What follows belongs to an exercise in optimizing a design on an open flow for small area, a short achievable clock period and few clock cycles; a production flow would make more cautious choices. At most, simulation tests tie the RTL to the original design; equivalence was not proved. Power figures rest on the tool's default switching activity, not on a simulated workload.

// multicycle_datapath
module multicycle_datapath #(
    parameter int              XLEN     = 32,
    parameter int              NREG     = 32,
    parameter logic [XLEN-1:0] RESET_PC = '0
) (
    input  logic            clk,
    input  logic            reset,
    output logic            mem_req,
    output logic            mem_we,
    output logic [XLEN-1:0] mem_addr,
    output logic [XLEN-1:0] mem_wdata,
    input  logic            mem_ready,
    input  logic [XLEN-1:0] mem_rdata,
    output logic [XLEN-1:0] pc_out,
    output logic            retire,
    output logic            halted,
    output logic            illegal
);
clock: 8.0 ns
lec_check: 0
cap_margin: 20
core_margin: 2
core_utilization: 35
cts_buf_list: sky130_fd_sc_hd__clkbuf_8
place_density: 0.45
setup_slack_margin: 5
slew_margin: 20
tns_end_percent: 5
run.sh (not shown) runs the stock make flow with config.mk's settings and CLKGATE_MAP_FILE= SYNTH_SCRIPT=/design/flow/synth_recipe.tcl, a recipe that flattens the netlist after the stock synthesis.
The baseline produced a clean layout.
Next try:
--- a/flow/config.mk
+++ b/flow/config.mk
@@ -10,3 +10,2 @@
 export CORE_UTILIZATION = 35
-export CTS_BUF_LIST = sky130_fd_sc_hd__clkbuf_8
 export PLACE_DENSITY = 0.45
What happened: The new run went through all stages and came out clean. Via count came out lower slightly. Core utilization came out lower by 0.12 points. Non-clock buffer count came out lower by 50. First-iteration DRC count came out higher slightly. Routed wire length came out lower slightly. Clock-buffer cell count came out lower by 39. Power came out higher slightly.
No functional check of the RTL was part of any run of this note.

---

north:
multicycle_datapath, a different RTL version from the one above (not shown whole).
For scale: roughly 5100 cells after synthesis, ~1400 flip-flops, roughly 140 I/O pins, about 64000 um^2 of cells after synthesis.
clock: 8.0 ns
lec_check: 0
cap_margin: 20
core_margin: 2
core_utilization: 35
place_density: 0.45
setup_slack_margin: 4
slew_margin: 20
tns_end_percent: 5
Testbench counts of north, summed over its fixed seeds: cycles 45,162.
[inputs] south vs north
- swapping 4 for 5 in SETUP_SLACK_MARGIN
- putting CTS_CLUSTER_DIAMETER at 60 where nothing was set
- putting CTS_CLUSTER_SIZE at 25 where nothing was set
==> comparison <==
Reported for south and north, final-layout setup total negative slack turned out identical to the last digit. Between south and north, it is south whose power is higher, by 0.00028 W. Compared with north, south shows highest achievable clock rate higher by about 10%. Critical path class: flop to flop -> south, primary input to flop -> north. Comparing north against south, there is no change at all in xor/xnor cell area share of the yosys netlist.
## Diff of input files: east against south
- CTS_CLUSTER_SIZE no longer set, was 25
- CTS_CLUSTER_DIAMETER no longer set, was 60
- CTS_BUF_LIST now sky130_fd_sc_hd__clkbuf_8, previously not set
==> run summary <==
- Diff south -> east: violation count after the first detailed-routing iteration rose 892; critical path depth rose 7; number of global-route vias before repair rose 630; routed wire length on met3 rose 1.2%.
- Looking at worst setup path startpoint, the d_ir_q[24]$_DFFE_PP_ result is from south; the e_fwd_b_q$_DFFE_PP_ one comes from east.

---

run 1:
multicycle_datapath, a different RTL version from the one above (not shown whole).
Size: ~1400 flip-flops, ~140 I/O pins, about 65000 um^2 of cells after synthesis.
## multicycle_datapath
module multicycle_datapath #(
    parameter int              XLEN     = 32,
    parameter int              NREG     = 32,
    parameter logic [XLEN-1:0] RESET_PC = '0
) (
    input  logic            clk,
    input  logic            reset,
    output logic            mem_req,
    output logic            mem_we,
    output logic [XLEN-1:0] mem_addr,
    output logic [XLEN-1:0] mem_wdata,
    input  logic            mem_ready,
    input  logic [XLEN-1:0] mem_rdata,
    output logic [XLEN-1:0] pc_out,
    output logic            retire,
    output logic            halted,
    output logic            illegal
);
clock: 8.0 ns
lec_check: 0
cap_margin: 20
core_margin: 2
core_utilization: 35
place_density: 0.45
setup_slack_margin: 5
slew_margin: 20
tns_end_percent: 100
Run 1 ran to completion and came out clean on the timing, design-rule and antenna checks.
Testbench counts of run 1, summed over its fixed seeds: cycles 45,162.
diff inputs: run 1 => run 2
Settings: CTS_CLUSTER_DIAMETER newly set to 80; CTS_CLUSTER_SIZE newly set to 40.
[summary]
Run 2 against run 1: register-to-register slack went up 0.02 ns; leakage power went up 0.00051 uW; global routing met2 resource utilization went up 0.54 points; cell area power density went down about 6.4%; transition at the pin with the smallest max-transition slack went up 0.017 ns.
Portion of the layout cell area used by clock cells in run 2 is 1.6 points below run 1.
Run 2: non-clock buffer count 13% above run 1
Run 2: number of optimization iterations in the first detailed-route pass is 8 higher than what run 1 reported.
Run 1 has higher antenna diode count than run 2.
Run 2 vs run 1, maximum clock rate went up by about 0.54%.
In run 2 the layout overhead on the synthesized area turned out 1.6 points higher than in run 1.

---

multicycle_datapath with an RTL version that a note above also has.
// multicycle_datapath
module multicycle_datapath #(
    parameter int              XLEN     = 32,
    parameter int              NREG     = 32,
    parameter logic [XLEN-1:0] RESET_PC = '0
) (
    input  logic            clk,
    input  logic            reset,
    output logic            mem_req,
    output logic            mem_we,
    output logic [XLEN-1:0] mem_addr,
    output logic [XLEN-1:0] mem_wdata,
    input  logic            mem_ready,
    input  logic [XLEN-1:0] mem_rdata,
    output logic [XLEN-1:0] pc_out,
    output logic            retire,
    output logic            halted,
    output logic            illegal
);
==> flow/config.mk <==
export PLATFORM = sky130hd
export DESIGN_NAME = multicycle_datapath
export DESIGN_NICKNAME = multicycle_datapath
export VERILOG_FILES = /design/flow/design.v
export SDC_FILE = /design/flow/constraint.sdc
export NUM_CORES = 4
export LEC_CHECK = 0
export CAP_MARGIN = 20
export CORE_MARGIN = 2
export CORE_UTILIZATION = 45
export PLACE_DENSITY = 0.55
export SETUP_SLACK_MARGIN = 5
export SLEW_MARGIN = 20
export TNS_END_PERCENT = 5
==> flow/constraint.sdc <==
create_clock -name core_clock -period 8.0 [get_ports {clk}]
set_input_delay 1.6000 -clock core_clock [delete_from_list [all_inputs] [get_ports {clk}]]
set_output_delay 1.6000 -clock core_clock [all_outputs]
set_load 0.01 [all_outputs]
The first run completed without violations.
Testbench counts at the start, summed over its fixed seeds: cycles 45,162.
Rerun with:
- CORE_UTILIZATION: 45 -> 35
- CTS_BUF_LIST: unset -> sky130_fd_sc_hd__clkbuf_4 sky130_fd_sc_hd__clkbuf_8
- PLACE_DENSITY: 0.55 -> 0.45
=> The new run completed without violations; critical path depth does not change; worst setup slack is better by 0.12 ns; synthesized cell count stays the same; total power is about the same; clock-buffer cell count came out higher by 145; die area came out higher by a quarter to a third; fmax came out higher by a few percent; area after synthesis stays the same.
Rerun with:
- CTS_BUF_LIST: sky130_fd_sc_hd__clkbuf_4 sky130_fd_sc_hd__clkbuf_8 -> unset
Sequential power is about the same. Maximum frequency increases by 1.1%. Worst setup slack gets better by 0.046 ns. Non-clock buffer count falls by 5. Power climbs by 0.50%. Critical path depth climbs by 8. Synthesized area is unchanged. Via count decreases by 0.54%. Cell count came out lower by 1.7%. Wire length hardly moves. Worst hold slack gains 0.030 ns.

---

Another version of the RTL of multicycle_datapath (not shown whole).
For scale: roughly 1300 flip-flops, roughly 140 I/O pins, about 0.063 mm2 of cells after synthesis.
Settings: LEC_CHECK=0, CAP_MARGIN=20, CORE_MARGIN=2, CORE_UTILIZATION=35, PLACE_DENSITY=0.45, SETUP_SLACK_MARGIN=5, SLEW_MARGIN=20, TNS_END_PERCENT=0; clock period 8.0 ns.
Testbench counts at the start, summed over its fixed seeds: cycles 45,162.
Edit:
- TNS_END_PERCENT: 0 -> 5
=> Flip-flop and latch count stays the same. Synthesized cell count stays the same. Fmax rose by 1.8%. Routed wire length rises by 0.82%. Sequential share of layout area fell by 0.80 points. Worst hold slack barely changes. Sequential power is about the same.
Edit:
- CTS_CLUSTER_DIAMETER: not set -> 60
- CTS_CLUSTER_SIZE: not set -> 25
Effect: Global-route usage is about the same; routed wire length grows by about 0.9%; count of clock-buffer cells in the layout is lower by 66; area after synthesis is unchanged.

---

run A:
Another version of the RTL of multicycle_datapath (not shown whole).
Size: about 4200 cells after synthesis, roughly 1400 flip-flops, ~140 I/O pins.
==> flow/config.mk <==
export PLATFORM = sky130hd
export DESIGN_NAME = multicycle_datapath
export DESIGN_NICKNAME = multicycle_datapath
export VERILOG_FILES = /design/flow/design.v
export SDC_FILE = /design/flow/constraint.sdc
export NUM_CORES = 4
export LEC_CHECK = 0
export CAP_MARGIN = 20
export CORE_MARGIN = 2
export CORE_UTILIZATION = 25
export PLACE_DENSITY = 0.35
export SLEW_MARGIN = 20
==> flow/constraint.sdc <==
create_clock -name core_clock -period 8.0 [get_ports {clk}]
set_input_delay 1.6000 -clock core_clock [delete_from_list [all_inputs] [get_ports {clk}]]
set_output_delay 1.6000 -clock core_clock [all_outputs]
set_load 0.01 [all_outputs]
Run A: PASS, flow complete, no timing, DRC or antenna violations
--- input diff run A..run B ---
Settings: putting SETUP_SLACK_MARGIN at 5 where nothing was set.
## What came out
- Looking at number of cells on the worst reg-to-reg path, run B sits 2 higher than run A does.
- Looking at fraction of standard cell area that is sequential across run B and run A, the one that comes out higher is run A.
- Compared with run A, in run B part of the total power dissipated in sequential elements decreased 5.5 points, critical path depth decreased 9, final clock period utilization by the worst path decreased 16 points.
Inputs modified between run B and run C:
Settings: putting TNS_END_PERCENT at 100 where nothing was set; swapping 5 for 3 in SETUP_SLACK_MARGIN; swapping 25 for 50 in CORE_UTILIZATION; swapping 0.35 for 0.6 in PLACE_DENSITY.
The flow did not stop early for run C: all stages ran, and the layout cleared the timing, design-rule and antenna checks. Note that the power attributed to the clock group recorded for run C amounts to 0.901 times the value seen in run B. Higher tightest slew margin relative to the limit among run B and run C: run B. | time the final worst path needs with I/O delays and setup | run C vs run B | 0.69 ns higher |. Higher via count of the first global-routing pass among run B and run C: run B. A group drawing the most power of combinational logic is what run B shows, while registers belongs to run C. Re count of plain and timing-repair buffers in the layout: run B was higher than run C.
No functional check of the RTL was part of any run of this note.

---

== the reference run ==
multicycle_datapath, a different RTL version from the one above (not shown whole).
For scale: ~1,300 flip-flops, ~140 I/O pins, roughly 63,000 um^2 of cells after synthesis.
clock: 8.0 ns
lec_check: 0
cap_margin: 20
core_margin: 2
core_utilization: 50
place_density: 0.6
setup_slack_margin: 3
slew_margin: 20
tns_end_percent: 100
Here is what was changed in the inputs of the trial run compared with the reference run.
diff --git a/flow/config.mk b/flow/config.mk
--- a/flow/config.mk
+++ b/flow/config.mk
@@ -9,5 +9,5 @@
 export CORE_MARGIN = 2
-export CORE_UTILIZATION = 50
-export PLACE_DENSITY = 0.6
-export SETUP_SLACK_MARGIN = 3
+export CORE_UTILIZATION = 35
+export PLACE_DENSITY = 0.45
+export SETUP_SLACK_MARGIN = 5
 export SLEW_MARGIN = 20
## What came out
- Against the reference run, the trial run comes in 0.73 ns higher on worst setup slack.
- Endpoint of the worst setup timing path = regs_q[9][11]$_DFFE_PP_: the reference run; endpoint of the worst setup timing path = regs_q[21][30]$_DFFE_PP_: the trial run
- Compared to the reference run, the trial run has proportion of cell area spent on the clock network 0.51 points lower.
- The reference run → the trial run: placement row count up 26; final cell count increased 1,243.
- The standard cells in the trial run occupy more silicon area than those in the reference run do.
Function was not checked in any run of this note: the RTL went through the layout flow alone.

## separate check: timing with driven ports
How much do the figures lean on ideal ports? The routed layouts below were timed once more, with nothing changed but the port constraints.
Step 1 (the two cells are an assumption about what drives the block):
set clk [get_ports {clk}]
set_driving_cell -lib_cell sky130_fd_sc_hd__clkbuf_16 $clk
set_driving_cell -lib_cell sky130_fd_sc_hd__buf_2 [delete_from_list [all_inputs] $clk]
Step 2 moves the port delays by t, midway between the first and last clock arrival at a register: inputs arrive t later, outputs are due t later. That takes back most of the time a late clock gives input paths.
Slacks: ideal / step 1 / step 2; pairs: ideal / step 1.
run | t (ns) | setup slack, ns | worst setup path after step 2
the first run of note 1 | 1.103 | 3.707 / 3.707 / 3.022 | input to register
the second run of note 1 | 0.898 | 3.858 / 3.858 / 3.262 | input to register
north | 0.903 | 3.499 / 3.546 / 2.654 | input to register
south | 0.906 | 3.929 / 3.929 / 3.436 | input to register
east | 1.099 | 4.022 / 4.022 / 3.198 | input to register
run 1 | 0.910 | 3.862 / 3.862 / 3.399 | input to register
run 2 | 0.883 | 3.884 / 3.884 / 3.505 | input to register
the first run of note 4 | 0.874 | 3.868 / 3.868 / 3.409 | input to register
the second run of note 4 | 1.099 | 3.984 / 3.984 / 3.230 | input to register
the third run of note 4 | 0.919 | 4.030 / 4.030 / 3.510 | input to register
the first run of note 5 | 0.905 | 3.958 / 3.958 / 3.192 | input to register
the second run of note 5 | 0.907 | 4.029 / 4.029 / 3.539 | input to register
the third run of note 5 | 0.873 | 4.149 / 4.149 / 3.579 | input to register
run A | 0.905 | 2.491 / 2.491 / 2.420 | input to register
run B | 0.934 | 3.746 / 3.646 / 3.567 | input to register
run C | 0.873 | 3.059 / 2.992 / 2.508 | input to register
the reference run | 0.881 | 2.918 / 2.965 / 2.084 | input to register
the trial run | 0.895 | 3.646 / 3.646 / 3.529 | input to register
After both steps setup and hold are still met in every run listed. For north, which loses most, drivers alone change the setup slack by +0.047 ns; drivers and shift together by -0.845 ns.
